This design comes from an exercise in tuning for small area on the open sky130 flow, not from production work.
Function was checked by simulation only, so behaviour that the tests miss may differ from the original.
Power figures rest on the tool's default switching activity, not on a simulated workload.

File: design.v
package image_pkg;
  localparam int unsigned IMG_WIDTH  = 30;
  localparam int unsigned IMG_HEIGHT = 30;
  localparam int unsigned TOTAL_BITS = 904;
  localparam int unsigned BYTE_W     = 8;
  localparam int unsigned NUM_BYTES  = TOTAL_BITS / BYTE_W;
  typedef enum logic [1:0] {
    StIdle,
    StStream,
    StCsum,
    StDone
  } rb_state_e;
endpackage
module image_readback_streamer #(
  parameter int unsigned TOTAL_BITS = image_pkg::TOTAL_BITS
) (
  input  logic                                 clk,
  input  logic                                 rst_n,
  input  logic                                 start_i,
  input  logic                                 abort_i,
  input  logic                                 img_valid_i,
  input  logic [TOTAL_BITS-1:0]                img_in_i,
  output logic [7:0]                           tx_data_o,
  output logic                                 tx_valid_o,
  input  logic                                 tx_ready_i,
  output logic                                 busy_o,
  output logic                                 done_o,
  output logic                                 err_not_ready_o,
  output logic [$clog2(TOTAL_BITS/8+1)-1:0]    byte_idx_o
);
  localparam int unsigned NUM_BYTES = TOTAL_BITS / 8;
  localparam int unsigned IDX_W     = $clog2(NUM_BYTES + 1);
  image_pkg::rb_state_e             state_q, state_d;
  logic [TOTAL_BITS-1:0] shadow_q, shadow_d;
  logic [IDX_W-1:0]      idx_q, idx_d;
  logic                  err_q, err_d;
  logic                  last_byte;
  assign last_byte = (idx_q == IDX_W'(NUM_BYTES - 1));
  always_ff @(posedge clk or negedge rst_n) begin
    if (!rst_n) begin
      state_q  <= image_pkg::StIdle;
      shadow_q <= '0;
      idx_q    <= '0;
      err_q    <= 1'b0;
    end else begin
      state_q  <= state_d;
      shadow_q <= shadow_d;
      idx_q    <= idx_d;
      err_q    <= err_d;
    end
  end
  always_comb begin
    state_d  = state_q;
    shadow_d = shadow_q;
    idx_d    = idx_q;
    err_d    = 1'b0;
    if (abort_i) begin
      state_d = image_pkg::StIdle;
      idx_d   = '0;
    end else begin
      case (state_q)
        image_pkg::StIdle: begin
          if (start_i) begin
            if (img_valid_i) begin
              shadow_d = img_in_i;
              idx_d    = '0;
              state_d  = image_pkg::StStream;
            end else begin
              err_d = 1'b1;
            end
          end
        end
        image_pkg::StStream: begin
          if (tx_ready_i) begin
            shadow_d = shadow_q >> 8;
            if (last_byte) begin
              idx_d   = '0;
              state_d = image_pkg::StDone;
            end else begin
              idx_d = idx_q + IDX_W'(1);
            end
          end
        end
        image_pkg::StDone: begin
          state_d = image_pkg::StIdle;
        end
        default: begin
          state_d = image_pkg::StIdle;
          idx_d   = '0;
        end
      endcase
    end
  end
  always_comb begin
    tx_data_o  = '0;
    tx_valid_o = 1'b0;
    busy_o     = 1'b0;
    done_o     = 1'b0;
    case (state_q)
      image_pkg::StStream: begin
        tx_data_o  = shadow_q[7:0];
        tx_valid_o = 1'b1;
        busy_o     = 1'b1;
      end
      image_pkg::StDone: begin
        done_o = 1'b1;
      end
      default: begin
        tx_valid_o = 1'b0;
      end
    endcase
  end
  assign byte_idx_o      = idx_q;
  assign err_not_ready_o = err_q;
endmodule
File: run.sh
#!/bin/bash
# synth_recipe.tcl (not shown) runs the flow's synth.tcl, then flattens the netlist and writes it again
# the make line also repeats each setting of config.mk as NAME=value (left out here)
make -C /OpenROAD-flow-scripts/flow DESIGN_CONFIG=/design/flow/config.mk WORK_HOME=/design/flow/orfs CLKGATE_MAP_FILE= SYNTH_SCRIPT=/design/flow/synth_recipe.tcl finish
File: constraint.sdc
create_clock -name core_clock -period 5.0 [get_ports {clk}]
set_input_delay 1.0000 -clock core_clock [delete_from_list [all_inputs] [get_ports {clk}]]
set_output_delay 1.0000 -clock core_clock [all_outputs]
set_load 0.01 [all_outputs]
File: config.mk
export PLATFORM = sky130hd
export DESIGN_NAME = image_readback_streamer
export DESIGN_NICKNAME = image_readback_streamer
export VERILOG_FILES = /design/flow/design.v
export SDC_FILE = /design/flow/constraint.sdc
export NUM_CORES = 4
export LEC_CHECK = 0
export CAP_MARGIN = 20
export CORE_MARGIN = 2
export CORE_UTILIZATION = 40
export SLEW_MARGIN = 20
==> results_dict.tcl, run 1 <==
set metrics [dict create \
    final_area_sq_um 54300 \
    drv_cap 0 \
    htree_levels 3 \
    crit_family "buffers and inverters" \
    worstSetupPathType "flop to primary output" \
    p_int_w 0.0156 \
    dp_slack_ns 1.45 \
    power_density_nw_per_um2 402 \
    track_usage 0.267 \
    synth_cells 4984 \
    grt_max_degree 218 \
    fin_skew_ns 0.0192 \
    yosys_warnings 1 \
    drcViolationCount 0 \
    fp.dieW_um 324 \
    max-vdd-ir-drop_mv 0.294 \
    yosysMostFrequentCell "nand2_1" \
    initial_core_util 0.402 \
    dp_hpwl_um 102000 \
    final.setup.worst_slack_ns 0.947 \
    dr.pass1.iters 6 \
    synth_top_area_frac 0.559 \
    grt-ovfl-total 0 \
    cts_hold_repair.buffers 0 \
    ys_ff_latch 914 \
    n_fill_cell 9839 \
    drive_above_1_share 0.0384 \
    maxSlewHeadroom 0.249 \
    max_freq_mhz 247 \
    syn_area_sq_um 40900 \
    grt_pass1_wl_um 213000 \
    p_leak_nw 22.8 \
    post_drt_via_cell_ratio 5.20 \
    pwr-share-clk 0.350 \
    cts_sinks 914 \
    rsz0062_at_grt "no" \
    synth_fa_ha_area_frac 0.000612 \
    io_buffers 928 \
    swShare 0.285 \
    io-pin-count 929 \
    crit_arrival_ns 3.05 \
    num_rows 117 \
    tritoncts "yes" \
    drv_slew 0 \
    synth.area.top_cells "dfrtp_1 (56%), nand2_1 (17%), a31oi_1 (14%)" \
    period_share 0.811 \
    end_kind "primary output" \
    wl_um 145000 \
    coreArea_sq_um 102000 \
    synth_top_family_by_area "simple AND/OR/NAND/NOR gates" \
    drtAntennaViolNets 0 \
    gp_congestion 0.904 \
    p_switching_w 0.00624 \
    worstPathCellList "nand2b_4 -> inv_16 -> and2_1 -> clkdlybuf4s50_1" \
    grt_antenna_before_repair 95 \
    wl_per_cell_um 20.2 \
    reg2reg_depth 5 \
    seqPwrFrac 0.468 \
    hp-class "input pin to async pin" \
    synth_xor_area_frac 0 \
    synth_compound_area_frac 0.140 \
    synth_flop_cell "dfrtp_1" \
    cts_setup_buffers 0 \
    syn_avg_cell_area_sq_um 8.20 \
    yosysSeqAreaShare 0.559 \
    cp_max_fo 124 \
    final_hold_viol_count 0 \
    synthSimpleGateAreaFrac 0.254 \
    cts_buffer_depth 3 \
    crit_slowest_cell "clkdlybuf4s50_1" \
    combPwrFrac 0.182 \
    crit_buf_inv 2 \
    clk_latency_ns 0.68 \
    synth_commonest_cells "nand2_1 (1,815), dfrtp_1 (914), nor2_1 (897)" \
    drt_iter0_markers 3706 \
    synth_mux_area_frac 0 \
    synth.largest_area_cell "dfrtp_1" \
    die_area_sq_um 105000 \
    crit_path_max_incr_delay_ns 0.59 \
    synth_edf_count 0 \
    cts_made_buffers 102 \
    finalWorstPathRequiredPeriod_ns 4.05 \
    outcome "no timing/DRC/antenna violations" \
    startpoint_type "flop" \
    grt_pass1_vias 35200 \
    num_vias 37400 \
    cp_data_required_time_ns 4.00 \
    clk_transition_reported_paths_ns 0.06 \
    cts_root_buf "clkbuf_16" \
    area_growth_pct 32.9 \
    worst_slew_pin_slew_ns 1.13 \
    cp_num_cells 4 \
    async_flop_share 1.00 \
    final.setup.tns_ns 0 \
    synth.distinct_cells 31 \
    die_h_um 324 \
    nets 6579 \
    post_cts_resize_count 0 \
    place_area_sq_um 50800 \
    setup_viol 0 \
]
## metal layers
metal / up-vias / routed length (um) / global-route usage
met2: 1042 / 68700 / 0.416
li1: 18000 / - / -
met4: 52 / 6220 / 0.148
met3: 284 / 9790 / 0.0684
met1: 18000 / 60100 / 0.340
met5: - / 318 / 0
## final timing paths
kind | from | endpoint | slack (ns)
max | state_q[1]$_DFFE_PN0P_ | tx_data_o[0] | 0.95
min | rst_n | shadow_q[428]$_DFFE_PN0P_ | 0.38
max reg2reg | state_q[1]$_DFFE_PN0P_ | shadow_q[403]$_DFFE_PN0P_ | 1.55
min reg2reg | shadow_q[900]$_DFFE_PN0P_ | shadow_q[900]$_DFFE_PN0P_ | 0.47
max in group asynchronous | rst_n | shadow_q[287]$_DFFE_PN0P_ | 3.33
min in group core_clock | shadow_q[900]$_DFFE_PN0P_ | shadow_q[900]$_DFFE_PN0P_ | 0.47
## worst register-to-register path: stages, from the launching register on
cell	delay [ns]
dfrtp_1	0.58
nand2b_4	0.47
buf_4	0.78
buf_4	0.84
nand2_1	0.45
a31oi_1	0.25
## placed cells by master, fill, tap and decap left out, types with 2 or more instances in the layout
master and n:
nor4_1 2, and2_1 10, clkinv_2 16, clkbuf_16 103
diode_2 71, inv_1 3, inv_6 5, nand2b_1 2
a21oi_1 6, clkbuf_1 26, buf_4 31, or4_1 2
nor2_1 897, ha_1 2, a31oi_1 896, or3_1 2
bufinv_16 7, nand2_1 1815, buf_12 24, o31ai_1 2
o21ai_0 5, dfrtp_1 914, clkdlybuf4s50_1 927, clkinvlp_4 4
clkbuf_8 25, nand3_1 10
## flip-flops by register name, indices dropped and copies added, names as in the netlist
| register | flops |
|---|---|
| err_q | 1 |
| state_q | 2 |
| idx_q | 7 |
| shadow_q | 904 |
## power by group through the flow
stage | Clock [W] | Sequential [W] | Combinational [W]
CTS | 0.00780 | 0.0102 | 0.00402
finish | 0.00765 | 0.0102 | 0.00398
detailed placement | 0 | 0.0103 | 0.00401
floorplan | 0 | 0.00996 | 0.00256
global placement | 0 | 0.0103 | 0.00390
global route | 0.00809 | 0.0104 | 0.00454
## kinds of logic after synthesis
family | after synthesis
AND/OR/NAND/NOR | 2746
adder cells (fa/ha/maj) | 2
flip-flops | 914
buffers and inverters | 408
AO/OA/AOI/OAI | 914
## area by class of cell
cell class,instances,area (sq um),share of cell area
inverter,4,31.3,0.000576
clock buffer,154,3020,0.0556
tap,1368,1710,0.0315
clock inverter,33,373,0.00686
timing repair buffer,983,10000,0.184
sequential,914,22900,0.421
antenna,71,178,0.00327
multi-input combinational,3662,16200,0.297
## metrics by stage
stage | std cells | hold WS [ns] | util | power, W
detailed placement | 6931 | 0.462 | 0.500 | 0.0143
global route | 7177 | 0.413 | 0.535 | 0.0231
CTS | 7118 | 0.394 | 0.533 | 0.0220
finish | 7189 | 0.378 | 0.535 | 0.0218
global placement | 6931 | 0.457 | 0.500 | 0.0142
floorplan | 4984 | 0.439 | - | 0.0125
==> inputs of run 2 (changes only) <==
==> design.v (replaced) <==
package image_pkg;
  localparam int unsigned IMG_WIDTH  = 30;
  localparam int unsigned IMG_HEIGHT = 30;
  localparam int unsigned TOTAL_BITS = 904;
  localparam int unsigned BYTE_W     = 8;
  localparam int unsigned NUM_BYTES  = TOTAL_BITS / BYTE_W;
  typedef enum logic [1:0] {
    StIdle,
    StStream,
    StCsum,
    StDone
  } rb_state_e;
endpackage
module irs_pick3 (
  input  logic [2:0] sel,
  input  logic [2:0] d,
  output logic       y_n
);
  assign y_n = ~((sel[0] & d[0]) | (sel[1] & d[1]) | (sel[2] & d[2]));
endmodule
module irs_merge #(
  parameter int unsigned N = 38
) (
  input  logic [N-1:0] y_n,
  output logic         y
);
  assign y = ~&y_n;
endmodule
module irs_decode #(
  parameter int unsigned NUM_BYTES = 113,
  parameter int unsigned IDX_W     = 7
) (
  input  logic                 en,
  input  logic [IDX_W-1:0]     idx,
  output logic [NUM_BYTES-1:0] sel
);
  logic [7:0]                lo;
  logic [(1<<(IDX_W-3))-1:0] hi;
  always_comb begin
    for (int i = 0; i < 8; i++) lo[i] = en && (idx[2:0] == 3'(i));
    for (int j = 0; j < (1<<(IDX_W-3)); j++) hi[j] = (idx[IDX_W-1:3] == (IDX_W-3)'(j));
    for (int k = 0; k < NUM_BYTES; k++) sel[k] = lo[k % 8] && hi[k / 8];
  end
endmodule
module image_readback_streamer #(
  parameter int unsigned TOTAL_BITS = image_pkg::TOTAL_BITS
) (
  input  logic                                 clk,
  input  logic                                 rst_n,
  input  logic                                 start_i,
  input  logic                                 abort_i,
  input  logic                                 img_valid_i,
  input  logic [TOTAL_BITS-1:0]                img_in_i,
  output logic [7:0]                           tx_data_o,
  output logic                                 tx_valid_o,
  input  logic                                 tx_ready_i,
  output logic                                 busy_o,
  output logic                                 done_o,
  output logic                                 err_not_ready_o,
  output logic [$clog2(TOTAL_BITS/8+1)-1:0]    byte_idx_o
);
  localparam int unsigned NUM_BYTES = TOTAL_BITS / 8;
  localparam int unsigned IDX_W     = $clog2(NUM_BYTES + 1);
  localparam int unsigned NGRP      = (NUM_BYTES + 2) / 3;
  logic                  stream_q;    
  logic                  done_q;      
  logic [IDX_W-1:0]      idx_q;
  logic                  err_q;
  logic [TOTAL_BITS-1:0] shadow_q;
  logic                  last_byte;
  assign last_byte = (idx_q == IDX_W'(NUM_BYTES - 1));
  always_ff @(posedge clk or negedge rst_n) begin
    if (!rst_n) begin
      stream_q <= 1'b0;
      done_q   <= 1'b0;
      idx_q    <= '0;
      err_q    <= 1'b0;
    end else begin
      err_q  <= !abort_i && !stream_q && !done_q && start_i && !img_valid_i;
      done_q <= !abort_i && stream_q && tx_ready_i && last_byte;
      if (abort_i) begin
        stream_q <= 1'b0;
        idx_q    <= '0;
      end else if (stream_q) begin
        if (tx_ready_i) begin
          if (last_byte) begin
            stream_q <= 1'b0;
            idx_q    <= '0;
          end else begin
            idx_q <= idx_q + IDX_W'(1);
          end
        end
      end else if (!done_q && start_i && img_valid_i) begin
        stream_q <= 1'b1;
      end
    end
  end
  always_ff @(posedge clk) begin
    if (!stream_q) shadow_q <= img_in_i;
  end
  logic [NUM_BYTES-1:0] sel;
  logic [3*NGRP-1:0]    sel_p;
  irs_decode #(.NUM_BYTES(NUM_BYTES), .IDX_W(IDX_W)) u_dec (
    .en(stream_q), .idx(idx_q), .sel(sel)
  );
  assign sel_p = (3*NGRP)'(sel);
  for (genvar b = 0; b < 8; b++) begin : g_bit
    logic [3*NGRP-1:0] d;
    logic [NGRP-1:0]   y_n;
    for (genvar k = 0; k < 3*NGRP; k++) begin : g_d
      if (k < NUM_BYTES) begin : g_in
        assign d[k] = shadow_q[8*k + b];
      end else begin : g_pad
        assign d[k] = 1'b0;
      end
    end
    for (genvar g = 0; g < NGRP; g++) begin : g_grp
      irs_pick3 u_pick (.sel(sel_p[3*g +: 3]), .d(d[3*g +: 3]), .y_n(y_n[g]));
    end
    irs_merge #(.N(NGRP)) u_merge (.y_n(y_n), .y(tx_data_o[b]));
  end
  assign tx_valid_o      = stream_q;
  assign busy_o          = stream_q;
  assign done_o          = done_q;
  assign byte_idx_o      = idx_q;
  assign err_not_ready_o = err_q;
endmodule
--- a/config.mk
+++ b/config.mk
@@ -7,5 +7,7 @@
 export LEC_CHECK = 0
 export CAP_MARGIN = 20
 export CORE_MARGIN = 2
-export CORE_UTILIZATION = 40
+export CORE_UTILIZATION = 55
 export SLEW_MARGIN = 20
+export SYNTH_HIERARCHICAL = 1
+export SYNTH_MINIMUM_KEEP_SIZE = 0
==> run 2 against run 1 <==
The run now fails in I/O pin placement. Area after synthesis decreased by 21%. Synthesized cell count decreased by 69%.
==> results_dict.tcl, run 2 <==
set metrics [dict create \
    yosysMostFrequentCell "edfxtp_1" \
    error_line "[ERROR PPL-0024] Number of IO pins (929) exceeds maximum number of available positions (884). Increase the die perimeter from 983.36um to 1263.44um." \
    synth_top_area_frac 0.844 \
    num_rows 88 \
    async_flop_share 0.0109 \
    synth_edf_count 904 \
    yosysSeqAreaShare 0.852 \
    syn_avg_cell_area_sq_um 20.9 \
    synth_commonest_cells "edfxtp_1 (904), a222oi_1 (304), nor2_1 (121)" \
    synth.largest_area_cell "edfxtp_1" \
    synth_cells 1542 \
    die_h_um 246 \
    ys_ff_latch 914 \
    fp.dieW_um 246 \
    outcome "did not finish" \
    synth.distinct_cells 38 \
    haltStage "I/O pin placement" \
    yosys_warnings 8 \
    synth.area.top_cells "edfxtp_1 (84%), a222oi_1 (9.5%), nand4_1 (1.4%)" \
    synth_flop_cell "edfxtp_1" \
    syn_area_sq_um 32200 \
    initial_core_util 0.556 \
]
run 2: cell count changes after synthesis, sizes merged, moves of 15 or more:
cell,delta
a222oi,+304
dfrtp,-904
nand2,-1802
nand4,+72
edfxtp,+904
a31oi,-895
nor4,+15
buf,-255
nor2,-775
clkbuf,-121
run 2: cells by family after synthesis:
group	synth area share
DFF	0.852
buffers and inverters	0.00475
other	0.000117
adders and majority gates	0.000778
and+or+nand+nor	0.0447
AOI/OAI and AO/OA	0.0980
run 2: modules after synthesis, one instance, submodules excluded, a selection:
module	copies in the design	cell area, sq um	flip-flops and latches	cells
image_readback_streamer	1	27700	914	965
irs_pick3	304	10.0	0	1

[afterwards: timing with drivers on the ports]
No port has a modelled driver above. Below, the same layout with a new extraction and two added sets of constraints. Step 1: set_driving_cell puts a clkbuf_16 on clk and a buf_2 on each other input, an assumption about the parent block. Step 2, shift: input delay + t, output delay - t, t = (earliest + latest rising clock arrival at the registers) / 2. This alone moves slack from input paths to output paths. Slacks: ideal ports / drivers / drivers and shift; pairs: ideal ports / drivers.
run: run 1
t, ns: 0.746
slack for setup (ns): 0.947 / 0.872 / 1.348
worst setup path at the end: input to register
clock arrival spread, ns: 0.020 / 0.020
worst data-port slew with drivers (ns): 0.19
After both steps setup and hold are still met in run 1. The setup slack of run 1 moves by -0.075 ns with the drivers and by +0.401 ns with both steps.
